This design comes from an exercise in tuning for small area, a short achievable clock period and few clock cycles per item on the open sky130 flow, not from production work. Only simulation tests tie the RTL to the original design; equivalence was not proved. Power is estimated from default activity; no workload was simulated.

==> flow/design.v (excerpt) <==
module muldiv_seq #(
    parameter int XLEN = 64
) (
    input  logic            clk,
    input  logic            reset,
    input  logic            start_i,
    input  logic [3:0]      op_i,
    input  logic [XLEN-1:0] a_i,
    input  logic [XLEN-1:0] b_i,
    input  logic            flush_i,
    input  logic            ack_i,
    output logic            busy_o,
    output logic            stall_o,
    output logic            done_o,
    output logic [XLEN-1:0] result_o,
    output logic [1:0]      dbg_state_o
);
Settings: LEC_CHECK=0, CAP_MARGIN=20, CORE_MARGIN=2, CORE_UTILIZATION=40, SETUP_SLACK_MARGIN=1.5, SLEW_MARGIN=20; clock period 7.0 ns.
run.sh (not shown) runs the stock make flow with config.mk's settings and CLKGATE_MAP_FILE= SYNTH_SCRIPT=/design/flow/synth_recipe.tcl, a recipe that flattens the netlist after the stock synthesis.
Testbench counts at the start, summed over its fixed seeds: cycles 17,377, ops 1,920.
Edit:
--- a/flow/design.v
+++ b/flow/design.v
@@ -16,15 +16,18 @@
     output logic [1:0]      dbg_state_o
 );
     logic busy_q, done_q;
     logic ph_mul_q, ph_prep_q, ph_div_q, ph_fix_q;
     logic w_q, rem_q, sa_q, sb_q, negres_q;
     logic b1one_q, b1two_q, b1neg_q, b2one_q, b2two_q, b2neg_q;
     logic cx_q, asel_y_q, aselz_q, ainv_q;
-    logic [5:0]  jd_q, cnt_q;
+    logic [6:0]  ca_q;
+    logic [5:0]  cb_q;
+    logic [7:0]  jd;
+    logic [5:0]  cnt_q, sh;
     logic [64:0] r_q;    
     logic [64:0] x_q;    
     logic [63:0] y_q;    
     function automatic logic [64:0] wsext(input logic w, input logic [64:0] v);
         wsext = w ? {{33{v[31]}}, v[31:0]} : v;
     endfunction
     function automatic logic [6:0] lzc64(input logic [63:0] v);
@@ -54,17 +57,16 @@
                  (hi & ~lo & ~prev) | (~hi & lo & prev),
                  hi & ~(lo & prev)};
     endfunction
     logic accept, working;
     logic d_mul, d_w, d_sgn, d_rem, d_legal, d_sx;
     logic [63:0] a_ext, b_ext, ymul, xmul;
     logic [6:0]  ca, cb, cbr;
-    logic [7:0]  jdiff;
     logic        swap, d_sa, d_sb, d_bzero, d_early;
-    logic [7:0]  ga, gb, ta, tb;
+    logic [7:0]  ga, gb, ta, tb, tas;
     logic [2:0]  d_bt1, d_bt2;
     always_comb begin
         accept  = !busy_q && start_i && !flush_i;
         working = busy_q && !done_q;
         d_mul   = (op_i == 4'd0) || (op_i == 4'd1);
         d_w     = (op_i == 4'd1) || (op_i == 4'd6) || (op_i == 4'd7) ||
                   (op_i == 4'd8) || (op_i == 4'd9);
@@ -76,27 +78,29 @@
         b_ext   = d_w ? {{32{d_sx & b_i[31]}}, b_i[31:0]} : b_i;
         d_sa    = d_sgn & a_ext[63];
         d_sb    = d_sgn & b_ext[63];
         ca    = lzc64(a_ext ^ {64{d_sx & a_ext[63]}});
         cbr   = lzc64(b_ext ^ {64{d_sx & b_ext[63]}});
         cb    = cbr[6] ? 7'd63 : cbr;
         for (int k = 0; k < 8; k++) begin
-            ga[k] = (a_ext[8*k +: 8] == {8{a_ext[63]}});
-            gb[k] = (b_ext[8*k +: 8] == {8{b_ext[63]}});
+            ga[k] = (a_ext[8*k +: 8] == {8{d_sx & a_ext[63]}});
+            gb[k] = (b_ext[8*k +: 8] == {8{d_sx & b_ext[63]}});
         end
         ta[7] = ga[7];
         tb[7] = gb[7];
         for (int k = 6; k >= 0; k--) begin
             ta[k] = ta[k+1] & ga[k];
             tb[k] = tb[k+1] & gb[k];
         end
         swap  = |(tb & ~ta);
-        jdiff   = {2'b00, cb[5:0]} + {7'd0, d_sa} - {1'b0, ca};
         d_bzero = (b_ext == 64'd0);
-        d_early = jdiff[7] | d_bzero;
+        tas[0] = ta[0] & ~d_sa;
+        for (int k = 1; k < 8; k++)
+            tas[k] = ta[k] & (~d_sa | a_ext[8*k-1]);
+        d_early = |(tas & ~tb) | d_bzero;
         ymul  = (d_mul && swap) ? b_ext : a_ext;
         xmul  = swap ? a_ext : b_ext;
         d_bt1 = booth(ymul[1], ymul[0], 1'b0);
         d_bt2 = booth(ymul[3], ymul[2], ymul[1]);
     end
     logic [65:0] op_a, sel1, sel2, op1, op2, cs_s, cs_c, sum;
     logic [65:0] x66;
@@ -116,14 +120,16 @@
     logic [2:0] n_bt1, n_bt2;
     always_comb begin
         mul_last = (&y_q[63:3]) | ~(|y_q[63:3]);
         div_last = (cnt_q == 6'd0);
         rneg     = sum[64];
         n_bt1    = booth(y_q[5], y_q[4], y_q[3]);
         n_bt2    = booth(y_q[7], y_q[6], y_q[5]);
+        jd       = {2'b00, cb_q} + {7'd0, sa_q} - {1'b0, ca_q};
+        sh       = jd[7] ? 6'd0 : jd[5:0];
         wfin     = w_q & (ph_fix_q | (ph_mul_q & mul_last) | (ph_div_q & rem_q & div_last));
     end
     always_ff @(posedge clk) begin
         if (!reset) begin
             busy_q    <= 1'b0;
             done_q    <= 1'b0;
             ph_mul_q  <= 1'b0;
@@ -171,15 +177,16 @@
     always_ff @(posedge clk) begin
         if (accept) begin
             w_q      <= d_w;
             rem_q    <= d_rem;
             sa_q     <= d_sa;
             sb_q     <= d_sb;
             negres_q <= d_rem ? d_sa : (d_sa ^ d_sb);
-            jd_q     <= d_mul ? 6'd4 : jdiff[5:0];   
+            ca_q     <= d_mul ? 7'd0 : ca;
+            cb_q     <= d_mul ? 6'd4 : cb[5:0];
             r_q      <= 65'd0;
             x_q      <= d_mul ? {xmul[63], xmul} : {d_sb, b_ext};
             y_q      <= ymul;
             {b1one_q, b1two_q, b1neg_q} <= d_mul ? d_bt1 : 3'b000;
             {b2one_q, b2two_q, b2neg_q} <= d_mul ? d_bt2 : 3'b000;
             cx_q     <= !d_mul && !d_early && d_sa;
             ainv_q   <= !d_mul && (d_early ? (!d_rem && d_bzero) : d_sa);
@@ -189,22 +196,22 @@
             if (ph_mul_q)       y_q <= {{4{y_q[63]}}, y_q[63:4]};
             else if (ph_prep_q) y_q <= 64'd0;
             else                y_q <= {y_q[62:0], ~rneg};
         end
         if (!accept && working) begin
             r_q <= wsext(wfin, {sum[64] & ~ph_prep_q, sum[63:0]});
             if (ph_mul_q) begin
-                x_q <= x_q << jd_q;
+                x_q <= x_q << sh;
                 {b1one_q, b1two_q, b1neg_q} <= n_bt1;
                 {b2one_q, b2two_q, b2neg_q} <= n_bt2;
             end
             if (ph_prep_q) begin
                 asel_y_q <= 1'b0;
-                x_q     <= x_q << jd_q;
-                cnt_q   <= jd_q;
+                x_q     <= x_q << sh;
+                cnt_q   <= sh;
                 b1one_q <= 1'b1;
                 b1neg_q <= ~sb_q;
                 cx_q    <= 1'b0;
                 ainv_q  <= 1'b0;
             end
             if (ph_div_q) begin
                 if (!div_last) begin
Outcome:
- sequential power increases slightly
- die area decreases slightly
- wire length decreases by a few percent
- core utilization decreases by 3.4 points
- count of clock-buffer cells in the layout increases by 1
- first-iteration DRC count decreases by a little under a tenth
- power decreases by a few percent
- maximum frequency increases by a few percent
- non-clock buffer count decreases by 166
- register-to-register slack is better by 0.06 ns
- worst setup slack is better by 0.19 ns
- global-route usage increases by 0.45 points
- synthesized cell count decreases by a few percent
Testbench counts after the change, summed over its fixed seeds: cycles 17,527, ops 1,920.

## separate check: timing with driven ports
No port has a modelled driver above. Below, the same layouts with a new extraction and two added sets of constraints. Step 1 assumes that a clkbuf_16 drives the clock port and a buf_2 every other input. Step 2, shift: input delay + t, output delay - t, t = (earliest + latest rising clock arrival at the registers) / 2. This alone moves slack from input paths to output paths. a / b / c = ideal ports / drivers / drivers and shift; a / b = the first two.
run	t, ns	setup WS [ns]	worst setup path at the end	latest minus earliest clock arrival (ns)	cell pins on the clock port's net
the first run	0.646	1.449 / 1.466 / 0.820	input to register	0.036 / 0.036	1
the second run	0.651	1.637 / 1.667 / 1.016	input to register	0.025 / 0.025	1
After both steps setup and hold are still met in every run listed. The setup slack of the first run, which loses most, moves by +0.017 ns with the drivers and by -0.629 ns with both steps.
